Background: an optimization exercise with open tools, aiming at small area. Do not read the settings as production practice. The RTL was checked by simulation tests, not by an equivalence proof against the original design. No run shown here takes its clock network from TritonCTS; it comes from the design's own scripts or RTL. The clock port is modelled as an ideal driver, which makes a skipped or thinned clock tree look cheaper than it is; a real chip needs a root buffer or a tree. Power and IR drop assume default switching activity.

==> design/flow/design.v <==
`timescale 1ns/100ps
module keypad_calc_top (
    input  logic       clk_i,
    input  logic       reset_i,
    input  logic [3:0] key_code_i,
    input  logic       key_detect_i,
    output logic       key_error_o,
    output logic [7:0] result_o,
    output logic       result_valid_o,
    output logic [4:0] result_addr_o
);
    localparam logic [3:0] S_W0   = 4'b0000;   
    localparam logic [3:0] S_C0   = 4'b0001;   
    localparam logic [3:0] S_W1   = 4'b0010;   
    localparam logic [3:0] S_W0V  = 4'b1000;   
    localparam logic [3:0] S_C0V  = 4'b1001;   
    localparam logic [3:0] S_W1V  = 4'b1010;   
    localparam logic [3:0] S_W0R  = 4'b1011;   
    localparam logic [3:0] S_W0W  = 4'b1100;   
    localparam logic [3:0] S_C0W  = 4'b1101;   
    localparam logic [3:0] S_R    = 4'b1110;   
    localparam logic [3:0] S_L    = 4'b1111;   
    logic [3:0] state, state_d;
    logic [3:0] key_q, a_q;
    logic [2:0] op_q;
    logic [6:0] res_q;
    logic checking, key_ok, digit_ok, wr;
    assign digit_ok = !key_q[3] || (!key_q[2] && !key_q[1]);
    always_comb begin
        case (state)
            4'b0011: key_ok = key_q[3] && (key_q[2] || key_q[1]) && !(key_q[2] && key_q[1] && key_q[0]);
            4'b0111: key_ok = &key_q;
            default: key_ok = digit_ok;
        endcase
    end
    assign checking = (!state[3] && state[0]) || state == S_C0V || state == S_C0W;
    assign wr       = state == S_W0W || state == S_C0W;
    assign result_valid_o = state == S_W0V || state == S_C0V || state == S_W1V;
    always_comb begin
        case (state)
            S_L:   state_d = S_R;
            S_R:   state_d = S_W0R;
            S_W0R: state_d = key_detect_i ? S_C0W : S_W0W;
            S_W0W: state_d = key_detect_i ? S_C0V : S_W0V;
            S_C0W: state_d = key_ok ? S_W1V : S_W0V;
            S_W0V: state_d = key_detect_i ? S_C0 : S_W0;
            S_C0V: state_d = key_ok ? S_W1 : S_W0;
            S_W1V: state_d = key_detect_i ? 4'b0011 : S_W1;
            4'b0111: state_d = key_ok ? S_L : 4'b0110;
            default: begin
                if (!state[0]) state_d = key_detect_i ? state | 4'd1 : state;
                else           state_d = key_ok ? state + 4'd1 : state & 4'b1110;
            end
        endcase
    end
    logic mul, sub, lgc;
    assign mul = op_q[2] & op_q[1];
    assign sub = !op_q[2] & op_q[0];
    assign lgc = op_q[2] & !op_q[1];
    logic [6:0] row0, row1, row2, alu_out;
    assign row0 = lgc ? {3'd0, op_q[0] ? (a_q ^ key_q) : (a_q & key_q)}
                : (mul && !key_q[0]) ? 7'd0 : {3'd0, a_q};
    assign row1 = (mul && key_q[1]) ? {2'd0, a_q, 1'b0} : 7'd0;
    assign row2 = lgc ? {3'd0, op_q[0] ? (a_q & key_q) : 4'd0}
                : mul ? (key_q[3] ? {a_q, 3'd0} : (key_q[2] ? {1'b0, a_q, 2'd0} : 7'd0))
                      : ({3'd0, key_q} ^ {7{sub}});
    assign alu_out = row0 + row1 + row2 + {6'd0, sub};
    assign result_o = {res_q[6] & res_q[5], res_q};
    always_ff @(posedge clk_i, posedge reset_i) begin
        if (reset_i) begin
            state          <= S_W0;
            key_error_o    <= 1'b0;
            res_q          <= 7'd0;
            result_addr_o <= 5'd0;
        end else begin
            state          <= state_d;
            key_error_o    <= checking && !key_ok;
            if (wr) begin
                res_q  <= {a_q, op_q};
                result_addr_o <= (result_addr_o == 5'd0 || result_addr_o == 5'd30) ? 5'd3
                                 : result_addr_o + 5'd3;
            end
        end
    end
    always_ff @(posedge clk_i) begin
        key_q <= key_code_i;
        if (state == 4'b0101) begin
            if (digit_ok) {a_q, op_q} <= alu_out;
        end else begin
            if (state == S_C0 || state == S_C0V || state == S_C0W) a_q <= key_q;
            if (state == 4'b0011) op_q <= key_q[2:0];
        end
    end
endmodule
==> design/flow/flow/run.sh <==
#!/bin/bash
# Standard ORFS synthesis; the combinational logic re-mapped for area with a
# longer ABC run (registers untouched); standard ORFS floorplan and placement
# with small port buffers; a clock tree of one buffer; then the standard ORFS
# routing and finishing. Each tool's full output goes to a log file of its
# own in the work folder.
set -euo pipefail
cd "$(dirname "$0")/.."
W=$(pwd)
export R=$W/orfs/results/$FLOW_PLATFORM/keypad_calc_top/base
KNOBS=("BUFFER_PORTS_ARGS=-buffer_cell sky130_fd_sc_hd__buf_1")
bash standard.sh synth > log_1_synth.log 2>&1
cp $R/1_2_yosys.v $R/1_2_yosys_standard.v
mkdir -p reopt
cp flow/reopt.ys flow/abc.script reopt/
cp $FLOW_HOME/platforms/$FLOW_PLATFORM/lib/sky130_fd_sc_hd__tt_025C_1v80.lib reopt/lib.lib
cp $R/1_2_yosys_standard.v reopt/in.v
sed -i "s/top_name/$FLOW_TOP/" reopt/reopt.ys
(cd reopt && yosys -s reopt.ys) > log_2_reopt.log 2>&1
cp reopt/out.v $R/1_2_yosys.v
rm -f $R/1_synth.odb $R/1_synth.sdc
bash standard.sh "${KNOBS[@]}" place > log_3_place.log 2>&1
CLKBUF=sky130_fd_sc_hd__clkbuf_16 CLKPORT=clk_i openroad -no_init -exit flow/clock_buffer.tcl > log_4_clock.log 2>&1
cp $R/4_1_cts.odb $R/4_cts.odb
sed '/^create_clock/a set_propagated_clock [get_clocks {core_clock}]' $R/3_place.sdc > $R/4_cts.sdc
bash standard.sh "${KNOBS[@]}" finish > log_5_finish.log 2>&1
==> design/flow/flow/abc.script <==
strash
&get -n
&deepsyn -T 30
&put
dch -f
amap
topo
==> design/flow/flow/clock_buffer.tcl <==
# Clock tree of one buffer: the clock port drives a single clock buffer
# placed at the centre of the flip-flops, which drives every clock pin.
read_db $::env(R)/3_place.odb
set block [ord::get_db_block]
set master [[ord::get_db] findMaster $::env(CLKBUF)]
set clk [[$block findBTerm $::env(CLKPORT)] getNet]
set inst [odb::dbInst_create $block $master clkbuf_0_clk]
set net [odb::dbNet_create $block clknet_0_clk]
$net setSigType CLOCK
set sx 0
set sy 0
set n 0
foreach it [$clk getITerms] {
    set i [$it getInst]
    if {$i == $inst} { continue }
    set bb [$i getBBox]
    set sx [expr {$sx + ([$bb xMin] + [$bb xMax]) / 2}]
    set sy [expr {$sy + ([$bb yMin] + [$bb yMax]) / 2}]
    incr n
    $it disconnect
    $it connect $net
}
[$inst findITerm A] connect $clk
[$inst findITerm X] connect $net
$inst setLocation [expr {$sx / $n}] [expr {$sy / $n}]
$inst setPlacementStatus PLACED
global_connect
puts "clock buffer $::env(CLKBUF) drives $n clock pins"
detailed_placement
check_placement -verbose
write_db $::env(R)/4_1_cts.odb
==> design/flow/flow/reopt.ys <==
# Re-optimise the combinational logic of the standard synthesis netlist.
# Flip-flops are kept as black boxes, so every register keeps its instance
# name and cell type; only the gates between them are remapped.
read_liberty -ignore_miss_func lib.lib
blackbox sky130_fd_sc_hd__df* sky130_fd_sc_hd__edf* sky130_fd_sc_hd__sdf* sky130_fd_sc_hd__sed* sky130_fd_sc_hd__dl* sky130_fd_sc_hd__conb*
read_verilog in.v
hierarchy -top top_name
flatten
opt -purge
tee -o stat_before.txt stat -liberty lib.lib
abc -liberty lib.lib -dont_use sky130_fd_sc_hd__probe_p_8 -dont_use sky130_fd_sc_hd__probec_p_8 -dont_use sky130_fd_sc_hd__lpflow_* -script abc.script
opt_clean -purge
hilomap -singleton -hicell sky130_fd_sc_hd__conb_1 HI -locell sky130_fd_sc_hd__conb_1 LO
splitnets
insbuf -buf sky130_fd_sc_hd__buf_4 A X
opt_clean -purge
tee -o stat_after.txt stat -liberty lib.lib
write_verilog -noattr -noexpr -nohex -nodec out.v
==> design/flow/standard.sh <==
#!/bin/bash
# synth_recipe.tcl (not shown) runs the flow's synth.tcl, then flattens the netlist and writes it again
# the make line also repeats each setting of config.mk as NAME=value (left out here)
make -C /OpenROAD-flow-scripts/flow DESIGN_CONFIG=/design/flow/config.mk WORK_HOME=/design/flow/orfs CLKGATE_MAP_FILE= SYNTH_SCRIPT=/design/flow/synth_recipe.tcl "${@:-finish}"
==> design/flow/config.mk <==
export PLATFORM = sky130hd
export DESIGN_NAME = keypad_calc_top
export DESIGN_NICKNAME = keypad_calc_top
export VERILOG_FILES = /design/flow/design.v
export SDC_FILE = /design/flow/constraint.sdc
export NUM_CORES = 4
export LEC_CHECK = 0
export CAP_MARGIN = 20
export CORE_MARGIN = 2
export CORE_UTILIZATION = 40
export SLEW_MARGIN = 20
==> design/flow/constraint.sdc <==
create_clock -name core_clock -period 10.0 [get_ports {clk_i}]
set_input_delay 2.0000 -clock core_clock [delete_from_list [all_inputs] [get_ports {clk_i}]]
set_output_delay 2.0000 -clock core_clock [all_outputs]
set_load 0.01 [all_outputs]
==> results of run 1 <==
per-layer routing:
metal | vias up | part of all wire | track usage
li1 | 708 | - | -
met1 | 602 | 0.51 | 0.219
met2 | 24 | 0.44 | 0.264
met3 | 2 | 0.038 | 0.00676
met4 | 0 | 0.0061 | 0.0128
met5 | - | 0 | 0
worst max-delay path: stages (launching register included):
cell	delay, ns
edfxtp_1	0.43
clkinv_1	0.19
nor2_1	0.22
clkinv_1	0.13
nor2_1	0.18
nor2_1	0.10
a32o_1	0.28
nand2_1	0.08
o21a_1	0.13
nand2_1	0.06
and2_0	0.17
a21oi_1	0.18
and2_0	0.18
nor2_1	0.06
nand2_1	0.08
clkinv_1	0.08
nor2_1	0.15
o21ai_0	0.09
o21a_1	0.12
nor2_1	0.13
o221ai_1	0.13
flip-flops by register name, indices dropped and copies added (netlist names):
register,cells
result_addr_o,5
op_q,3
state,4
key_error_o,1
key_q,4
res_q,7
a_q,4
worst max-delay path by stage:
stage	cells past startpoint	to
finish	20	a_q[3]
global route	20	a_q[3]
detailed placement	20	a_q[3]
global placement	17	a_q[3]
floorplan	22	a_q[3]
metrics by stage:
stage,area (um2),instances
floorplan,1580,201
finish,1650,259
global placement,1630,258
detailed placement,1630,258
global route,1650,259
where the power goes:
| part | internal [mW] | switching [mW] |
|---|---|---|
| combinational | 0.0560 | 0.104 |
| clock | 0.0185 | 0.0266 |
| sequential | 0.152 | 0.0216 |
| total | 0.227 | 0.152 |
layout make-up:
cell class / instances / area (um2) / area share
Buffer: 1 / 25.0 / 0.0151
Timing Repair Buffer: 21 / 78.8 / 0.0477
Tap cell: 48 / 60.1 / 0.0363
Multi-Input combinational cell: 130 / 658 / 0.398
Inverter: 31 / 116 / 0.0703
Sequential cell: 28 / 716 / 0.433
==> flow_metrics.env, run 1 <==
export IMPL_status="finished clean"
export IMPL_crit_path_start_kind="flop"
export IMPL_portBuffers=21
export IMPL_endpoint_kind="flop"
export IMPL_most_common_layout_cells="nor2_1, clkinv_1, buf_1"
export IMPL_power_total_mw=0.379
export IMPL_hold_end="result_addr_o[1]"
export IMPL_hold_class="flop to flop"
export IMPL_ff2ff_setup_slack_ns=6.58
export IMPL_tightest_slew_ns=0.684
export IMPL_fin_ws_ns=6.58
export IMPL_min_period_ns=3.42
export IMPL_clkSlewWorstSetupHoldPaths_ns=0.10
export IMPL_path_class="flop to flop"
export IMPL_hold_worst_slack_ns=0.519
export IMPL_die_y_um=66.9
export IMPL_vias=1336
export IMPL_syn_num_nets=208
export IMPL_coreArea_um2=3720
export IMPL_start_util=0.425
export IMPL_antenna_cells=0
export IMPL_power_density_nw_per_um2=229
export IMPL_grt_antenna_before_repair=0
export IMPL_route_detailed_drc=0
export IMPL_io_pins=22
export IMPL_fin_tns_setup_ns=0
export IMPL_hold_start="result_addr_o[1]"
export IMPL_path_max_fanout=6
export IMPL_insertion_delay_ns=0.16
export IMPL_vdd_drop_max_uv=106
export IMPL_dp_hpwl_mm=2.53
export IMPL_r2r_start="op_q[2]"
export IMPL_final_antenna_net_count=0
export IMPL_finalSetupViolations=0
export IMPL_ys_warn_count=1
export IMPL_die_area_um2=4470
export IMPL_startpoint="op_q[2]"
export IMPL_holdPathStages=1
export IMPL_syn2layout_area_growth_pct=4.67
export IMPL_die_x_um=66.9
export IMPL_rsz0062_at_grt="no"
export IMPL_p_leak_nw=0.620
export IMPL_slew_headroom=0.541
export IMPL_track_usage=0.152
export IMPL_fillers=409
export IMPL_required_ns=9.91
export IMPL_wire_per_inst_um=12.0
export IMPL_grt_pass1_vias=1226
export IMPL_drtPass1Iterations=4
export IMPL_drive_gt1_frac=0.00474
export IMPL_avgViaCountPerCell=5.16
export IMPL_fin_nets=220
export IMPL_syn_inst=201
export IMPL_rr_worst_depth=20
export IMPL_max_cap_violations=0
export IMPL_final_util=0.445
export IMPL_report_final_slew_viol_count=0
export IMPL_final_hold_viol_count=0
export IMPL_wl_mm=3.11
export IMPL_place_gp_congestion=0.918
export IMPL_worstReg2RegEnd="a_q[3]"
export IMPL_rows=22
export IMPL_syn_area_um2=1580
export IMPL_grt_max_degree=29
export IMPL_overflow=0
export IMPL_post_route_period_util=0.342
export IMPL_clock_skew_ns=0.00580
export IMPL_final_common_cell="nor2_1"
export IMPL_drt_iter0_drc=77
export IMPL_cp_arrival_ns=3.34
export IMPL_fmax_mhz=292
export IMPL_grt_pass1_wl_mm=5.43
export IMPL_syn_avg_cell_area_um2=7.86
export IMPL_dp_slack_ns=6.59
==> run 2, diff against run 1 <==
--- a/design/flow/design.v
+++ b/design/flow/design.v
@@ -57,13 +57,18 @@
     assign mul = op_q[2] & op_q[1];
     assign sub = !op_q[2] & op_q[0];
     assign lgc = op_q[2] & !op_q[1];
+    logic [3:0] b;
+    assign b = key_q;
+    logic [6:0] m0, m1, m2;
+    assign m0 = {4'd0, a_q[2] & b[0], a_q[1] & b[0], a_q[0] & b[0]};
+    assign m1 = {3'd0, (a_q[2] & b[1]) | (a_q[3] & b[0]), a_q[1] & b[1], a_q[0] & b[1], 1'b0};
+    assign m2 = {a_q[3] & b[3], (a_q[3] & b[2]) | (a_q[2] & b[3]),
+                 (a_q[2] & b[2]) | (a_q[1] & b[3]) | (a_q[3] & b[1]),
+                 (a_q[1] & b[2]) | (a_q[0] & b[3]), a_q[0] & b[2], 2'b0};
     logic [6:0] row0, row1, row2, alu_out;
-    assign row0 = lgc ? {3'd0, op_q[0] ? (a_q ^ key_q) : (a_q & key_q)}
-                : (mul && !key_q[0]) ? 7'd0 : {3'd0, a_q};
-    assign row1 = (mul && key_q[1]) ? {2'd0, a_q, 1'b0} : 7'd0;
-    assign row2 = lgc ? {3'd0, op_q[0] ? (a_q & key_q) : 4'd0}
-                : mul ? (key_q[3] ? {a_q, 3'd0} : (key_q[2] ? {1'b0, a_q, 2'd0} : 7'd0))
-                      : ({3'd0, key_q} ^ {7{sub}});
+    assign row0 = lgc ? {3'd0, op_q[0] ? (a_q ^ b) : (a_q & b)} : mul ? m0 : {3'd0, a_q};
+    assign row1 = mul ? m1 : 7'd0;
+    assign row2 = lgc ? {3'd0, op_q[0] ? (a_q & b) : 4'd0} : mul ? m2 : ({3'd0, b} ^ {7{sub}});
     assign alu_out = row0 + row1 + row2 + {6'd0, sub};
     assign result_o = {res_q[6] & res_q[5], res_q};
     always_ff @(posedge clk_i, posedge reset_i) begin
@@ -77,8 +82,7 @@
             key_error_o    <= checking && !key_ok;
             if (wr) begin
                 res_q  <= {a_q, op_q};
-                result_addr_o <= (result_addr_o == 5'd0 || result_addr_o == 5'd30) ? 5'd3
-                                 : result_addr_o + 5'd3;
+                result_addr_o <= (result_addr_o + 5'd3) | {3'd0, &result_addr_o[4:2], 1'b0};
             end
         end
     end
==> run 2 against run 1 <==
  * Synthesized cell count is 5.0% lower
  * Global-route usage is 0.13 points higher
  * Critical path depth is 6 lower
  * Clock power is 5.5% higher
  * Wire length is 2.4% higher
  * Critical path type unchanged
  * Sequential cell count stayed put
  * Clock skew is 0.0015 ns higher
  * Sequential power is 9.8% higher
  * Combinational power is 11% higher
  * Cell area is 2.7% lower
  * Largest cell class unchanged
  * Synthesized area is 2.9% lower
  * Via count is 2.8% lower
==> flow_metrics.env, run 2 <==
export IMPL_status="finished clean"
export IMPL_final_antenna_net_count=0
export IMPL_critPathSlowestCell="a2111oi_0"
export IMPL_rows=22
export IMPL_rsz0062_at_grt="no"
export IMPL_route_detailed_drc=0
export IMPL_holdPathStages=1
export IMPL_fmax_mhz=299
export IMPL_max_cap_violations=0
export IMPL_cpPeakStageDelay_ns=0.66
export IMPL_finalSetupViolations=0
export IMPL_hold_end="state[0]"
export IMPL_place_gp_congestion=0.906
export IMPL_largest_register_ffs=7
export IMPL_path_max_fanout=5
export IMPL_final_common_cell="nor2_1"
export IMPL_rr_worst_depth=14
export IMPL_dp_hpwl_mm=2.52
export IMPL_grt_pass1_wl_mm=5.38
export IMPL_grt_antenna_before_repair=0
export IMPL_p_leak_nw=0.602
export IMPL_drive_gt1_frac=0.00498
export IMPL_track_usage=0.154
export IMPL_wire_per_inst_um=12.8
export IMPL_vias=1298
export IMPL_power_total_mw=0.417
export IMPL_syn_area_um2=1540
export IMPL_dp_slack_ns=6.73
export IMPL_clkSlewWorstSetupHoldPaths_ns=0.11
export IMPL_min_period_ns=3.34
export IMPL_die_area_um2=4350
export IMPL_wl_met2_mm=1.47
export IMPL_required_ns=9.92
export IMPL_regMostFlops="res_q"
export IMPL_drt_iter0_drc=105
export IMPL_syn_num_nets=198
export IMPL_final_hold_viol_count=0
export IMPL_tightest_slew_ns=0.762
export IMPL_ys_warn_count=1
export IMPL_clock_skew_ns=0.00733
export IMPL_io_pins=22
export IMPL_vdd_drop_max_uv=119
export IMPL_insertion_delay_ns=0.17
export IMPL_drtPass1Iterations=4
export IMPL_coreArea_um2=3690
export IMPL_wl_mm=3.19
export IMPL_path_cells="clkinv_1 -> a2111oi_0 -> and2_0 -> nor2_1 -> o32ai_1 -> nor2_1 -> and2_0 -> or2_0 -> o21ai_0 -> o211ai_1 -> nor2b_1 -> clkinv_1 -> nor2b_1 -> a21oi_1"
export IMPL_fin_nets=210
export IMPL_reg_top3="res_q: 7 flops, result_addr_o: 5 flops"
export IMPL_start_util=0.416
export IMPL_endpoint_kind="flop"
export IMPL_ff2ff_setup_slack_ns=6.66
export IMPL_slew_headroom=0.490
export IMPL_drt_met1_wl_mm=1.54
export IMPL_post_route_period_util=0.334
export IMPL_crit_path_start_kind="flop"
export IMPL_die_x_um=66.0
export IMPL_avgViaCountPerCell=5.21
export IMPL_grt_pass1_vias=1172
export IMPL_routed_top_layer="met4"
export IMPL_die_y_um=66.0
export IMPL_grt_max_degree=29
export IMPL_fin_tns_setup_ns=0
export IMPL_syn_avg_cell_area_um2=8.04
export IMPL_overflow=0
export IMPL_power_density_nw_per_um2=259
export IMPL_hold_class="flop to flop"
export IMPL_cp_arrival_ns=3.27
export IMPL_fin_ws_ns=6.66
export IMPL_r2r_start="key_q[0]"
export IMPL_hold_start="state[0]"
export IMPL_portBuffers=21
export IMPL_path_class="flop to flop"
export IMPL_dr_wl_met3_um=166
export IMPL_antenna_cells=0
export IMPL_report_final_slew_viol_count=0
export IMPL_syn_inst=191
export IMPL_worstReg2RegEnd="a_q[3]"
export IMPL_syn2layout_area_growth_pct=4.81
export IMPL_most_common_layout_cells="nor2_1, clkinv_1, buf_1"
-- run 2: metal layers --
layer  vias to the layer above  GRT usage
li1                        670          -
met1                       591      0.228
met2                        35      0.263
met3                         2    0.00681
met4                         0    0.00510
met5                         -          0
-- run 2: worst max-delay path, delay by kind of cell, from the launching register on --
family	cells	cell delay (ns)
AOI/OAI and AO/OA	5	1.20
buffers and inverters	2	0.25
and+or+nand+nor	7	1.23
DFF	1	0.42
-- run 2: area by class of cell --
cell class	count	area, um2
well taps	48	60.1
repair buffers	21	78.8
flip-flops and latches	28	716
plain buffers	1	25.0
multi-input cells	125	632
fillers	405	2080
inverters	26	97.6
-- run 2: per-stage QoR --
stage           util  area (um2)  hold WS [ns]  instances
2_1_floorplan      -        1540         0.463        191
3_3_place_gp   0.429        1580         0.479        248
3_5_place_dp   0.429        1580         0.496        248
5_1_grt        0.436        1610         0.565        249
6_report       0.436        1610         0.520        249
-- run 2: power breakdown --
part           leakage, nW  internal, mW  switching [mW]
logic                0.289        0.0634           0.115
registers            0.300         0.162          0.0293
clock network       0.0123        0.0186          0.0291
total                0.602         0.244           0.173
-- run 2: how the worst max path moves through the flow --
stage          slack (ns)  cells after the start     end  startpoint
2_1_floorplan        7.13                     14  a_q[3]    key_q[0]
3_3_place_gp         6.84                     13  a_q[3]    key_q[0]
3_5_place_dp         6.73                     14  a_q[3]    key_q[0]
5_1_grt              6.20                     15  a_q[3]    key_q[0]
6_report             6.66                     14  a_q[3]    key_q[0]
==> run 3, diff against run 2 <==
--- a/design/flow/design.v
+++ b/design/flow/design.v
@@ -26,13 +26,9 @@
     logic [6:0] res_q;
     logic checking, key_ok, digit_ok, wr;
     assign digit_ok = !key_q[3] || (!key_q[2] && !key_q[1]);
-    always_comb begin
-        case (state)
-            4'b0011: key_ok = key_q[3] && (key_q[2] || key_q[1]) && !(key_q[2] && key_q[1] && key_q[0]);
-            4'b0111: key_ok = &key_q;
-            default: key_ok = digit_ok;
-        endcase
-    end
+    assign key_ok = !state[1] ? digit_ok
+                  : state[2]  ? &key_q
+                  : key_q[3] && (key_q[2] || key_q[1]) && !(key_q[2] && key_q[1] && key_q[0]);
     assign checking = (!state[3] && state[0]) || state == S_C0V || state == S_C0W;
     assign wr       = state == S_W0W || state == S_C0W;
     assign result_valid_o = state == S_W0V || state == S_C0V || state == S_W1V;
@@ -91,8 +87,8 @@
         if (state == 4'b0101) begin
             if (digit_ok) {a_q, op_q} <= alu_out;
         end else begin
-            if (state == S_C0 || state == S_C0V || state == S_C0W) a_q <= key_q;
-            if (state == 4'b0011) op_q <= key_q[2:0];
+            if ((!state[2] && !state[1]) || state == S_C0W) a_q <= key_q;
+            if (!state[3] && !state[2]) op_q <= key_q[2:0];
         end
     end
 endmodule
==> run 3 against run 2 <==
  * Synthesized area shrank 3.8%
  * Highest routed layer unchanged
  * Critical path type is now flop to primary output
  * Global-route usage shrank 1.3 points
  * Cell area shrank 3.7%
  * Clock power shrank 4%
  * Critical endpoint is now result_valid_o
==> flow_metrics.env, run 3 <==
export IMPL_multi_input_area_um2=599
export IMPL_most_common_layout_cells="nor2_1, buf_1, clkinv_1"
export IMPL_fillers=364
export IMPL_status="finished clean"
export IMPL_hold_start="result_addr_o[0]"
export IMPL_power_density_nw_per_um2=283
export IMPL_seqCellArea_um2=716
export IMPL_portBuffers=21
export IMPL_syn_inst=174
export IMPL_p_int_mw=0.252
export IMPL_wire_per_inst_um=12.5
export IMPL_grt_pass1_vias=1163
export IMPL_final_util=0.430
export IMPL_p_switching_mw=0.187
export IMPL_swShare=0.425
export IMPL_power_frac_clock=0.105
export IMPL_fin_tns_setup_ns=0
export IMPL_cp_arrival_ns=1.14
export IMPL_tightest_slew_ns=0.903
export IMPL_largest_register_ffs=7
export IMPL_clock_skew_ns=0.00426
export IMPL_route_detailed_drc=0
export IMPL_die_area_um2=4190
export IMPL_combinationalPowerShare=0.447
export IMPL_path_class="flop to primary output"
export IMPL_path_max_fanout=6
export IMPL_crit_path_start_kind="flop"
export IMPL_rsz0062_at_grt="no"
export IMPL_post_route_period_util=0.314
export IMPL_insertion_delay_ns=0.16
export IMPL_final_antenna_net_count=0
export IMPL_required_ns=8.00
export IMPL_final_hold_viol_count=0
export IMPL_slew_headroom=0.393
export IMPL_overflow=0
export IMPL_max_cap_violations=0
export IMPL_ys_warn_count=1
export IMPL_antenna_cells=0
export IMPL_coreArea_um2=3610
export IMPL_regMostFlops="res_q"
export IMPL_syn_avg_cell_area_um2=8.49
export IMPL_grt_antenna_before_repair=0
export IMPL_drt_iter0_drc=52
export IMPL_syn2layout_area_growth_pct=5.00
export IMPL_vdd_drop_max_uv=105
export IMPL_holdPathStages=2
export IMPL_rr_worst_depth=15
export IMPL_finalSetupViolations=0
export IMPL_rows=22
export IMPL_io_pins=22
export IMPL_syn_num_nets=181
export IMPL_place_gp_congestion=0.951
export IMPL_dp_slack_ns=7.05
export IMPL_clkSlewWorstSetupHoldPaths_ns=0.10
export IMPL_wl_mm=2.90
export IMPL_fin_area_um2=1550
export IMPL_p_leak_nw=0.600
export IMPL_fin_nets=193
export IMPL_track_usage=0.140
export IMPL_dp_hpwl_mm=2.33
export IMPL_die_y_um=64.8
export IMPL_start_util=0.409
export IMPL_drtPass1Iterations=4
export IMPL_seqPwrFrac=0.448
export IMPL_hold_class="flop to flop"
export IMPL_syn_area_um2=1480
export IMPL_grt_pass1_wl_mm=4.92
export IMPL_drive_gt1_frac=0.00543
export IMPL_vias=1261
export IMPL_reg_top3="res_q: 7 flops, result_addr_o: 5 flops"
export IMPL_fmax_mhz=318
export IMPL_startpoint="state[3]"
export IMPL_final_common_cell="nor2_1"
export IMPL_die_x_um=64.8
export IMPL_grt_max_degree=29
export IMPL_fin_ws_ns=6.86
export IMPL_report_final_slew_viol_count=0
export IMPL_place_area_um2=1530
export IMPL_r2r_start="op_q[2]"
export IMPL_endpoint_kind="primary output"
export IMPL_min_period_ns=3.14
export IMPL_avgViaCountPerCell=5.44
[run 3: final timing paths]
kind                                    end  slack, ns
min in group asynchronous          state[0]       1.79
max                          result_valid_o       6.86
min                        result_addr_o[0]       0.50
max in group asynchronous          res_q[2]       7.91
max reg2reg                          a_q[3]       7.02
min reg2reg                result_addr_o[0]       0.50
[run 3: layout make-up]
cell class                 instances  share of cell area
buffer                             1              0.0161
inverter                          19              0.0460
multi-input combinational        115               0.387
sequential                        28               0.462
tap                               48              0.0387
timing repair buffer              21              0.0508
[run 3: power groups by stage]
stage	clock [mW]	sequential [mW]	combinational, mW
2_1_floorplan	0	0.190	0.177
3_3_place_gp	0	0.196	0.195
3_5_place_dp	0	0.198	0.195
5_1_grt	0.0523	0.202	0.225
6_report	0.0459	0.196	0.196
[run 3: routing by layer]
layer	part of all wire	wire, um	global-route usage
met1	0.47	1360	0.185
met2	0.47	1360	0.250
met3	0.049	141	0.0139
met4	0.013	37	0.0266
met5	0	0	0
[run 3: per-stage QoR]
step                      instances  hold WS [ns]  power, mW
after detailed placement        231         0.492      0.394
after global placement          231         0.477      0.391
after global routing            232         0.546      0.479
final                           232         0.505      0.438
after floorplan                 174         0.463      0.366
[run 3: worst max-delay path, stage by stage (launching register included)]
cell and delay, ns:
dfrtp_1 0.44, clkinv_1 0.17, a211oi_1 0.20, buf_1 0.17
==> run 4, diff against run 3 <==
==> design/flow/flow/run.sh (replaced) <==
#!/bin/bash
# Standard ORFS synthesis; the combinational logic re-mapped for area with a
# longer ABC run from several seeds, keeping the smallest (registers
# untouched); standard ORFS floorplan and placement
# with small port buffers; a clock tree of one buffer; then the standard ORFS
# routing and finishing. Each tool's full output goes to a log file of its
# own in the work folder.
set -euo pipefail
cd "$(dirname "$0")/.."
W=$(pwd)
export R=$W/orfs/results/$FLOW_PLATFORM/keypad_calc_top/base
KNOBS=("BUFFER_PORTS_ARGS=-buffer_cell sky130_fd_sc_hd__buf_1")
bash standard.sh synth > log_1_synth.log 2>&1
cp $R/1_2_yosys.v $R/1_2_yosys_standard.v
mkdir -p reopt
cp $FLOW_HOME/platforms/$FLOW_PLATFORM/lib/sky130_fd_sc_hd__tt_025C_1v80.lib reopt/lib.lib
(cd reopt && bash ../flow/reopt.sh $R/1_2_yosys_standard.v $R/1_2_yosys.v $FLOW_TOP lib.lib) > log_2_reopt.log 2>&1
rm -f $R/1_synth.odb $R/1_synth.sdc
bash standard.sh "${KNOBS[@]}" place > log_3_place.log 2>&1
CLKBUF=sky130_fd_sc_hd__clkbuf_16 CLKPORT=clk_i openroad -no_init -exit flow/clock_buffer.tcl > log_4_clock.log 2>&1
cp $R/4_1_cts.odb $R/4_cts.odb
sed '/^create_clock/a set_propagated_clock [get_clocks {core_clock}]' $R/3_place.sdc > $R/4_cts.sdc
bash standard.sh "${KNOBS[@]}" finish > log_5_finish.log 2>&1
==> design/flow/flow/abc.script (replaced) <==
strash
&get -n
&deepsyn -T 120 -J 200 -S SEED
&put
dch -f
amap
topo
==> design/flow/flow/reopt.sh (new file) <==
#!/bin/bash
# reopt.sh IN.v OUT.v TOP LIB: re-map the combinational logic of IN.v with
# ABC from several random seeds (flip-flops untouched) and keep the smallest.
set -euo pipefail
IN=$(readlink -f $1); OUT=$(readlink -f $2); TOP=$3; LIB=$(readlink -f $4)
HERE=$(dirname "$(readlink -f "$0")")
for S in 0 1 2 3 4 5 6 7; do
    mkdir -p s$S
    sed "s/SEED/$S/" $HERE/abc.script > s$S/abc.script
    sed "s#top_name#$TOP#; s#lib\.lib#$LIB#g; s#in\.v#$IN#" $HERE/reopt.ys > s$S/reopt.ys
done
printf '%s\n' 0 1 2 3 4 5 6 7 | xargs -P ${NUM_CORES:-4} -I{} sh -c 'cd s{} && yosys -s reopt.ys > yosys.log 2>&1'
best=""; best_area=""
for S in 0 1 2 3 4 5 6 7; do
    a=$(awk '/Chip area/ {print $NF}' s$S/stat_after.txt)
    echo "seed $S area $a"
    if [ -z "$best" ] || awk -v a=$a -v b=$best_area 'BEGIN{exit !(a<b)}'; then best=$S; best_area=$a; fi
done
echo "best seed $best area $best_area"
cp s$best/out.v $OUT
==> run 4 against run 3 <==
  * Largest cell class unchanged
  * Still clean on timing, DRC and antenna
  * Hold slack unchanged
  * Highest routed layer unchanged
  * Combinational power about the same
  * Wire length unchanged
==> flow_metrics.env, run 4 <==
export IMPL_finalSetupViolations=0
export IMPL_rsz0062_at_grt="no"
export IMPL_grt_pass1_wl_mm=4.92
export IMPL_drtPass1Iterations=4
export IMPL_drive_gt1_frac=0.00543
export IMPL_endpoint_kind="primary output"
export IMPL_io_pins=22
export IMPL_portBuffers=21
export IMPL_ys_warn_count=1
export IMPL_path_cells="clkinv_1 -> a211oi_1 -> buf_1"
export IMPL_rows=22
export IMPL_regMostFlops="res_q"
export IMPL_die_x_um=64.8
export IMPL_multi_input_area_um2=599
export IMPL_tightest_slew_ns=0.903
export IMPL_path_buf_inv=2
export IMPL_report_final_slew_viol_count=0
export IMPL_track_usage=0.140
export IMPL_path_max_fanout=6
export IMPL_fillers=364
export IMPL_vias=1261
export IMPL_syn_inst=174
export IMPL_fmax_mhz=318
export IMPL_place_area_um2=1530
export IMPL_syn_area_um2=1480
export IMPL_min_period_ns=3.14
export IMPL_dp_hpwl_mm=2.33
export IMPL_hold_class="flop to flop"
export IMPL_required_ns=8.00
export IMPL_final_hold_viol_count=0
export IMPL_wl_mm=2.90
export IMPL_overflow=0
export IMPL_wire_per_inst_um=12.5
export IMPL_cpPeakStageDelay_ns=0.44
export IMPL_critPathTopFamily="flip-flops"
export IMPL_seqCellArea_um2=716
export IMPL_clkSlewWorstSetupHoldPaths_ns=0.10
export IMPL_grt_pass1_vias=1163
export IMPL_syn2layout_area_growth_pct=5.00
export IMPL_die_area_um2=4190
export IMPL_vdd_drop_max_uv=105
export IMPL_fin_tns_setup_ns=0
export IMPL_drt_iter0_drc=52
export IMPL_die_y_um=64.8
export IMPL_fin_area_um2=1550
export IMPL_insertion_delay_ns=0.16
export IMPL_start_util=0.409
export IMPL_reg_top3="res_q: 7 flops, result_addr_o: 5 flops"
export IMPL_power_density_nw_per_um2=283
export IMPL_crit_path_start_kind="flop"
export IMPL_largest_register_ffs=7
export IMPL_grt_max_degree=29
export IMPL_coreArea_um2=3610
export IMPL_critPathSlowestCell="dfrtp_1"
export IMPL_hold_worst_slack_ns=0.505
export IMPL_avgViaCountPerCell=5.44
export IMPL_post_route_period_util=0.314
export IMPL_grt_antenna_before_repair=0
export IMPL_final_common_cell="nor2_1"
export IMPL_clock_skew_ns=0.00426
export IMPL_status="finished clean"
export IMPL_syn_avg_cell_area_um2=8.49
export IMPL_final_util=0.430
export IMPL_cp_arrival_ns=1.14
export IMPL_antenna_cells=0
export IMPL_place_gp_congestion=0.951
export IMPL_p_leak_nw=0.600
export IMPL_max_cap_violations=0
export IMPL_syn_num_nets=181
export IMPL_fin_nets=193
export IMPL_path_class="flop to primary output"
export IMPL_most_common_layout_cells="nor2_1, buf_1, clkinv_1"
export IMPL_slew_headroom=0.393
export IMPL_final_antenna_net_count=0
export IMPL_route_detailed_drc=0
export IMPL_power_total_mw=0.438
==> run 4: cell counts in the layout (fill, tap and decap cells not counted) <==
Identical to the previous run, type by type.
==> run 4: final cells by class <==
type                    count  area share
plain buffers               1      0.0161
inverters                  19      0.0460
multi-input cells         115       0.387
flip-flops and latches     28       0.462
well taps                  48      0.0387
repair buffers             21      0.0508
==> run 4: final timing paths <==
check | end | from | cells after the start | slack (ns)
setup reg to reg | a_q[3] | op_q[2] | 15 | 7.02
min in group asynchronous | state[0] | reset_i | 2 | 1.79
hold / removal | result_addr_o[0] | result_addr_o[0] | 2 | 0.50
hold reg to reg | result_addr_o[0] | result_addr_o[0] | 2 | 0.50
setup / recovery | result_valid_o | state[3] | 3 | 6.86
max in group asynchronous | res_q[2] | reset_i | 2 | 7.91
==> run 4: worst reg2reg max path, delay by kind of cell (launching register included) <==
family / cells / cell delay [ns]
AOI/OAI and AO/OA: 9 / 1.37
and+or+nand+nor: 6 / 0.82
DFF: 1 / 0.51
==> run 4: metal layers <==
metal | track usage | wire length, um
met1 | 0.185 | 1360
met2 | 0.250 | 1360
met3 | 0.0139 | 141
met4 | 0.0266 | 37
met5 | 0 | 0
==> run 4: stage by stage <==
step                worst slack, ns  instances
detailed placement             7.05        231
floorplan                      7.15        174
global placement               7.06        231
finish                         6.86        232
global route                   6.74        232
==> run 4: power by group <==
part,internal [mW],switching [mW],total (mW)
clock network,0.0185,0.0274,0.0459
registers,0.161,0.0350,0.196
logic,0.0721,0.124,0.196
total,0.252,0.187,0.438
==> run 5, diff against run 4 <==
--- a/design/flow/design.v
+++ b/design/flow/design.v
@@ -62,9 +62,9 @@
                  (a_q[2] & b[2]) | (a_q[1] & b[3]) | (a_q[3] & b[1]),
                  (a_q[1] & b[2]) | (a_q[0] & b[3]), a_q[0] & b[2], 2'b0};
     logic [6:0] row0, row1, row2, alu_out;
-    assign row0 = lgc ? {3'd0, op_q[0] ? (a_q ^ b) : (a_q & b)} : mul ? m0 : {3'd0, a_q};
+    assign row0 = (lgc && !op_q[0]) ? {3'd0, a_q & b} : mul ? m0 : {3'd0, a_q};
     assign row1 = mul ? m1 : 7'd0;
-    assign row2 = lgc ? {3'd0, op_q[0] ? (a_q & b) : 4'd0} : mul ? m2 : ({3'd0, b} ^ {7{sub}});
+    assign row2 = lgc ? {3'd0, op_q[0] ? (b & ~a_q) : 4'd0} : mul ? m2 : ({3'd0, b} ^ {7{sub}});
     assign alu_out = row0 + row1 + row2 + {6'd0, sub};
     assign result_o = {res_q[6] & res_q[5], res_q};
     always_ff @(posedge clk_i, posedge reset_i) begin
==> design/flow/flow/reopt.sh (replaced) <==
#!/bin/bash
# reopt.sh IN.v OUT.v TOP LIB: re-map the combinational logic of IN.v with
# ABC from several random seeds (flip-flops untouched) and keep the smallest.
set -euo pipefail
IN=$(readlink -f $1); OUT=$(readlink -f $2); TOP=$3; LIB=$(readlink -f $4)
SEEDS=$(seq 0 15)
HERE=$(dirname "$(readlink -f "$0")")
for S in $SEEDS; do
    mkdir -p s$S
    sed "s/SEED/$S/" $HERE/abc.script > s$S/abc.script
    sed "s#top_name#$TOP#; s#lib\.lib#$LIB#g; s#in\.v#$IN#" $HERE/reopt.ys > s$S/reopt.ys
done
printf "%s\n" $SEEDS | xargs -P ${NUM_CORES:-4} -I{} sh -c 'cd s{} && yosys -s reopt.ys > yosys.log 2>&1'
best=""; best_area=""
for S in $SEEDS; do
    a=$(awk '/Chip area/ {print $NF}' s$S/stat_after.txt)
    echo "seed $S area $a"
    if [ -z "$best" ] || awk -v a=$a -v b=$best_area 'BEGIN{exit !(a<b)}'; then best=$S; best_area=$a; fi
done
echo "best seed $best area $best_area"
cp s$best/out.v $OUT
==> run 5 against run 4 <==
  * Combinational power rose by 9%
  * Wire length increased by 0.48%
  * Still clean on timing, DRC and antenna
  * Synthesized cell count is the same
  * Largest power group is now combinational cells
  * First-iteration DRC count up 44%
  * Critical path type unchanged
  * Highest routed layer unchanged
  * Cell count unchanged
  * Core utilization shrank 0.17 points
==> flow_metrics.env, run 5 <==
export IMPL_avgViaCountPerCell=5.33
export IMPL_antenna_cells=0
export IMPL_crit_path_start_kind="flop"
export IMPL_drt_iter0_drc=75
export IMPL_clkSlewWorstSetupHoldPaths_ns=0.10
export IMPL_wire_per_inst_um=12.6
export IMPL_finalSetupViolations=0
export IMPL_wl_mm=2.92
export IMPL_syn_area_um2=1470
export IMPL_worstReg2RegEnd="a_q[2]"
export IMPL_fin_tns_setup_ns=0
export IMPL_start_util=0.408
export IMPL_syn_num_nets=181
export IMPL_slew_headroom=0.614
export IMPL_endpoint="result_valid_o"
export IMPL_rr_worst_depth=16
export IMPL_place_area_um2=1520
export IMPL_drive_gt1_frac=0.00543
export IMPL_die_y_um=64.6
export IMPL_ff2ff_setup_slack_ns=6.91
export IMPL_met2_usage=0.247
export IMPL_combinationalPowerShare=0.470
export IMPL_grt_max_degree=29
export IMPL_drtPass1Iterations=4
export IMPL_swShare=0.432
export IMPL_report_final_slew_viol_count=0
export IMPL_path_max_fanout=6
export IMPL_cp_arrival_ns=1.12
export IMPL_reg_top3="res_q: 7 flops, result_addr_o: 5 flops"
export IMPL_track_usage=0.139
export IMPL_grtUsageMet1=0.188
export IMPL_path_buf_inv=2
export IMPL_place_gp_congestion=0.863
export IMPL_rsz0062_at_grt="no"
export IMPL_cp_num_cells=3
export IMPL_overflow=0
export IMPL_syn2layout_area_growth_pct=5.02
export IMPL_post_route_period_util=0.312
export IMPL_final_hold_viol_count=0
export IMPL_grt_pass1_wl_mm=4.78
export IMPL_fmax_mhz=320
export IMPL_ys_warn_count=1
export IMPL_startpoint="state[3]"
export IMPL_seqPwrFrac=0.429
export IMPL_min_period_ns=3.12
export IMPL_route_detailed_drc=0
export IMPL_syn_inst=174
export IMPL_clock_skew_ns=0.00220
export IMPL_power_density_nw_per_um2=293
export IMPL_cpPeakStageDelay_ns=0.39
export IMPL_dp_hpwl_mm=2.33
export IMPL_path_cells="clkinv_1 -> a211oi_1 -> buf_1"
export IMPL_portBuffers=21
export IMPL_insertion_delay_ns=0.16
export IMPL_grt_antenna_before_repair=0
export IMPL_grt_busiest_layer="met2"
export IMPL_path_class="flop to primary output"
export IMPL_die_x_um=64.6
export IMPL_largest_register_ffs=7
export IMPL_hold_class="flop to flop"
export IMPL_grt_pass1_vias=1085
export IMPL_regMostFlops="res_q"
export IMPL_p_int_mw=0.258
export IMPL_required_ns=8.00
export IMPL_endpoint_kind="primary output"
export IMPL_final_common_cell="nor2_1"
export IMPL_grtUsageMet3=0.0122
export IMPL_fin_area_um2=1540
export IMPL_power_frac_clock=0.101
export IMPL_fin_nets=193
export IMPL_p_leak_nw=0.606
export IMPL_critPathSlowestCell="dfrtp_1"
export IMPL_coreArea_um2=3610
export IMPL_most_common_layout_cells="nor2_1, nand2_1, buf_1"
export IMPL_vias=1236
export IMPL_status="finished clean"
export IMPL_die_area_um2=4180
export IMPL_vdd_drop_max_uv=89.7
export IMPL_fillers=376
export IMPL_io_pins=22
export IMPL_final_antenna_net_count=0
export IMPL_rows=22
export IMPL_tightest_slew_ns=0.576
export IMPL_max_cap_violations=0
export IMPL_r2r_start="op_q[2]"
export IMPL_syn_avg_cell_area_um2=8.45
export IMPL_p_switching_mw=0.196
export IMPL_critPathTopFamily="flip-flops"
## run 5: how the worst min path moves through the flow
| stage | from | to | cells past startpoint |
|---|---|---|---|
| 6_report | result_addr_o[0] | result_addr_o[0] | 2 |
| 3_5_place_dp | result_addr_o[0] | result_addr_o[0] | 2 |
| 2_1_floorplan | result_addr_o[4] | result_addr_o[4] | 1 |
| 3_3_place_gp | result_addr_o[4] | result_addr_o[4] | 1 |
| 5_1_grt | res_q[4] | res_q[4] | 1 |
## run 5: metal layers
metal / part of all wire / vias to the layer above
li1: - / 632
met1: 0.47 / 567
met2: 0.47 / 33
met3: 0.045 / 4
met4: 0.016 / 0
met5: 0 / -
## run 5: worst register-to-register path: stages, from the launching register on
cell and delay [ns]:
edfxtp_1 0.50, nor2_1 0.42, nor2_1 0.08, o21ai_0 0.15, o21ai_0 0.14, o22ai_1 0.16
nand2_1 0.09, o21ai_0 0.13, nor2_1 0.07, a21oi_1 0.16, nor2_1 0.09, nand2_1 0.06
o21ai_0 0.12, nor2_1 0.17, a21oi_1 0.07, or2_0 0.23, a31o_1 0.22
## run 5: per-stage QoR
stage | std cells | hold WS (ns) | worst slack (ns) | total power [mW] | util
after floorplan | 174 | 0.463 | 7.15 | 0.376 | -
final | 232 | 0.505 | 6.88 | 0.453 | 0.428
after global placement | 231 | 0.479 | 7.09 | 0.403 | 0.421
after global routing | 232 | 0.526 | 6.61 | 0.496 | 0.428
after detailed placement | 231 | 0.483 | 6.99 | 0.409 | 0.421
## run 5: layout make-up
| class | instances | area, um2 | share of cell area |
|---|---|---|---|
| Inverter | 15 | 56.3 | 0.0365 |
| Buffer | 1 | 25.0 | 0.0162 |
| Timing Repair Buffer | 21 | 78.8 | 0.0511 |
| Multi-Input combinational cell | 119 | 608 | 0.394 |
| Sequential cell | 28 | 716 | 0.464 |
| Tap cell | 48 | 60.1 | 0.0389 |
## run 5: power groups by stage
stage               registers (mW)  logic, mW  clock network, mW
finish                       0.195      0.213             0.0457
global route                 0.200      0.243             0.0526
detailed placement           0.197      0.212                  0
global placement             0.196      0.208                  0
floorplan                    0.189      0.187                  0
==> run 6, diff against run 5 <==
--- a/design/flow/flow/run.sh
+++ b/design/flow/flow/run.sh
@@ -17,7 +17,7 @@
 (cd reopt && bash ../flow/reopt.sh $R/1_2_yosys_standard.v $R/1_2_yosys.v $FLOW_TOP lib.lib) > log_2_reopt.log 2>&1
 rm -f $R/1_synth.odb $R/1_synth.sdc
 bash standard.sh "${KNOBS[@]}" place > log_3_place.log 2>&1
-CLKBUF=sky130_fd_sc_hd__clkbuf_16 CLKPORT=clk_i openroad -no_init -exit flow/clock_buffer.tcl > log_4_clock.log 2>&1
+CLKBUF=sky130_fd_sc_hd__buf_12 CLKPORT=clk_i openroad -no_init -exit flow/clock_buffer.tcl > log_4_clock.log 2>&1
 cp $R/4_1_cts.odb $R/4_cts.odb
 sed '/^create_clock/a set_propagated_clock [get_clocks {core_clock}]' $R/3_place.sdc > $R/4_cts.sdc
 bash standard.sh "${KNOBS[@]}" finish > log_5_finish.log 2>&1
==> run 6 against run 5 <==
  * Sequential share of layout area increased by 0.15 points
  * Clock power decreased by 3%
  * Critical path depth unchanged
  * Sequential power about the same
  * Register-to-register slack improved by 0.02 ns
  * Synthesized area unchanged
  * Die area unchanged
  * Global-route usage increased by 0.11 points
  * Core utilization decreased by 0.14 points
  * Still clean
  * Cell area decreased by 0.32%
  * Hold slack improved by 0.0042 ns
==> flow_metrics.env, run 6 <==
export IMPL_syn_num_nets=181
export IMPL_swShare=0.433
export IMPL_min_period_ns=3.10
export IMPL_grt_pass1_wl_mm=4.82
export IMPL_fin_nets=193
export IMPL_antenna_cells=0
export IMPL_r2r_start="op_q[2]"
export IMPL_overflow=0
export IMPL_power_density_nw_per_um2=293
export IMPL_wl_mm=2.89
export IMPL_ff2ff_setup_slack_ns=6.93
export IMPL_holdPathStages=2
export IMPL_report_final_slew_viol_count=0
export IMPL_finalSetupViolations=0
export IMPL_seqCellArea_um2=716
export IMPL_insertion_delay_ns=0.14
export IMPL_seqPwrFrac=0.431
export IMPL_grt_antenna_before_repair=0
export IMPL_crit_path_start_kind="flop"
export IMPL_start_util=0.408
export IMPL_path_class="flop to primary output"
export IMPL_grt_max_degree=29
export IMPL_syn2layout_area_growth_pct=4.68
export IMPL_syn_area_um2=1470
export IMPL_cpPeakStageDelay_ns=0.39
export IMPL_coreArea_um2=3610
export IMPL_rr_worst_depth=16
export IMPL_status="finished clean"
export IMPL_track_usage=0.140
export IMPL_critPathSlowestCell="dfrtp_1"
export IMPL_combinationalPowerShare=0.471
export IMPL_die_y_um=64.6
export IMPL_portBuffers=21
export IMPL_hold_start="result_addr_o[0]"
export IMPL_drtPass1Iterations=4
export IMPL_path_cells="clkinv_1 -> a211oi_1 -> buf_1"
export IMPL_required_ns=8.00
export IMPL_reg_top3="res_q: 7 flops, result_addr_o: 5 flops"
export IMPL_vias=1226
export IMPL_final_util=0.427
export IMPL_met2_usage=0.247
export IMPL_path_max_fanout=6
export IMPL_drt_iter0_drc=64
export IMPL_post_route_period_util=0.310
export IMPL_cp_arrival_ns=1.10
export IMPL_power_frac_clock=0.098
export IMPL_hold_class="flop to flop"
export IMPL_die_x_um=64.6
export IMPL_syn_inst=174
export IMPL_final_antenna_net_count=0
export IMPL_fmax_mhz=323
export IMPL_place_gp_congestion=0.863
export IMPL_p_int_mw=0.255
export IMPL_route_detailed_drc=0
export IMPL_regMostFlops="res_q"
export IMPL_final_common_cell="nor2_1"
export IMPL_fin_tns_setup_ns=0
export IMPL_rsz0062_at_grt="no"
export IMPL_avgViaCountPerCell=5.28
export IMPL_die_area_um2=4180
export IMPL_endpoint_kind="primary output"
export IMPL_max_cap_violations=0
export IMPL_ys_warn_count=1
export IMPL_io_pins=22
export IMPL_clock_skew_ns=0.00334
export IMPL_dp_hpwl_mm=2.33
export IMPL_clkSlewWorstSetupHoldPaths_ns=0.11
export IMPL_worstReg2RegEnd="a_q[2]"
export IMPL_most_common_layout_cells="nor2_1, nand2_1, buf_1"
export IMPL_syn_avg_cell_area_um2=8.45
export IMPL_grt_pass1_vias=1079
export IMPL_grtUsageMet1=0.191
export IMPL_grtUsageMet3=0.0104
export IMPL_vdd_drop_max_uv=115
export IMPL_grt_busiest_layer="met2"
export IMPL_multi_input_area_um2=608
export IMPL_largest_register_ffs=7
export IMPL_tightest_slew_ns=0.575
export IMPL_final_hold_viol_count=0
export IMPL_slew_headroom=0.614
export IMPL_hold_end="result_addr_o[0]"
export IMPL_p_switching_mw=0.195
export IMPL_drive_gt1_frac=0.00543
export IMPL_rows=22
export IMPL_p_leak_nw=0.603
export IMPL_wire_per_inst_um=12.5
export IMPL_fillers=376
==> run 6: changes by cell type in the layout (fill, tap and decap cells not counted), sizes merged <==
cell and delta:
buf +1, clkbuf -1
==> run 6: area by class of cell <==
type | count | area share
Timing Repair Buffer | 21 | 0.0512
Sequential cell | 28 | 0.465
Buffer | 1 | 0.0130
Inverter | 15 | 0.0366
Multi-Input combinational cell | 119 | 0.395
Tap cell | 48 | 0.0390
==> run 6: stage by stage <==
stage / hold slack, ns / instances / cell area [um2] / setup WS, ns / total power, mW
floorplan: 0.463 / 174 / 1470 / 7.15 / 0.376
detailed placement: 0.483 / 231 / 1520 / 6.99 / 0.409
finish: 0.509 / 232 / 1540 / 6.90 / 0.451
global route: 0.528 / 232 / 1540 / 6.61 / 0.494
global placement: 0.479 / 231 / 1520 / 7.09 / 0.403
==> run 6: worst max path at each step <==
| stage | end | cells past startpoint | start |
|---|---|---|---|
| 3_5_place_dp | a_q[2] | 16 | op_q[2] |
| 6_report | result_valid_o | 3 | state[3] |
| 3_3_place_gp | result_valid_o | 3 | state[3] |
| 5_1_grt | a_q[2] | 16 | op_q[2] |
| 2_1_floorplan | result_valid_o | 2 | state[3] |
==> run 6: worst max-delay path, delay by kind of cell, from the launching register on <==
family                 cells  cell delay [ns]
buffers and inverters      2             0.33
AO/OA/AOI/OAI              1             0.24
flip-flops                 1             0.39
==> run 6: per-layer routing <==
metal | up-vias | routed length, um
met4 | 0 | 61
met5 | - | 0
met3 | 4 | 129
li1 | 631 | -
met2 | 32 | 1370
met1 | 559 | 1330
==> run 6: power by group through the flow <==
stage	sequential [mW]	clock, mW	combinational (mW)
floorplan	0.189	0	0.187
global placement	0.196	0	0.208
detailed placement	0.197	0	0.212
global route	0.200	0.0513	0.243
finish	0.194	0.0443	0.212

[static timing again, ports no longer ideal]
How much do the figures lean on ideal ports? The routed layouts below were timed once more, with nothing changed but the port constraints.
Step 1: set_driving_cell puts a clkbuf_16 on clk_i and a buf_2 on each other input, an assumption about the parent block.
Step 2, shift: input delay + t, output delay - t, t = (earliest + latest rising clock arrival at the registers) / 2. This alone moves slack from input paths to output paths.
a / b / c = ideal ports / drivers / drivers and shift; a / b = the first two.
| run | t, ns | setup slack, ns | worst slew at a driven data input, ns |
|---|---|---|---|
| run 1 | 0.191 | 6.579 / 6.579 / 6.579 | 0.03 |
| run 2 | 0.198 | 6.658 / 6.658 / 6.658 | 0.03 |
| run 3 | 0.188 | 6.856 / 6.828 / 7.016 | 0.03 |
| run 4 | 0.188 | 6.856 / 6.828 / 7.016 | 0.03 |
| run 5 | 0.194 | 6.879 / 6.845 / 6.914 | 0.03 |
| run 6 | 0.170 | 6.900 / 6.867 / 6.929 | 0.03 |
After both steps setup and hold are still met in every run listed.
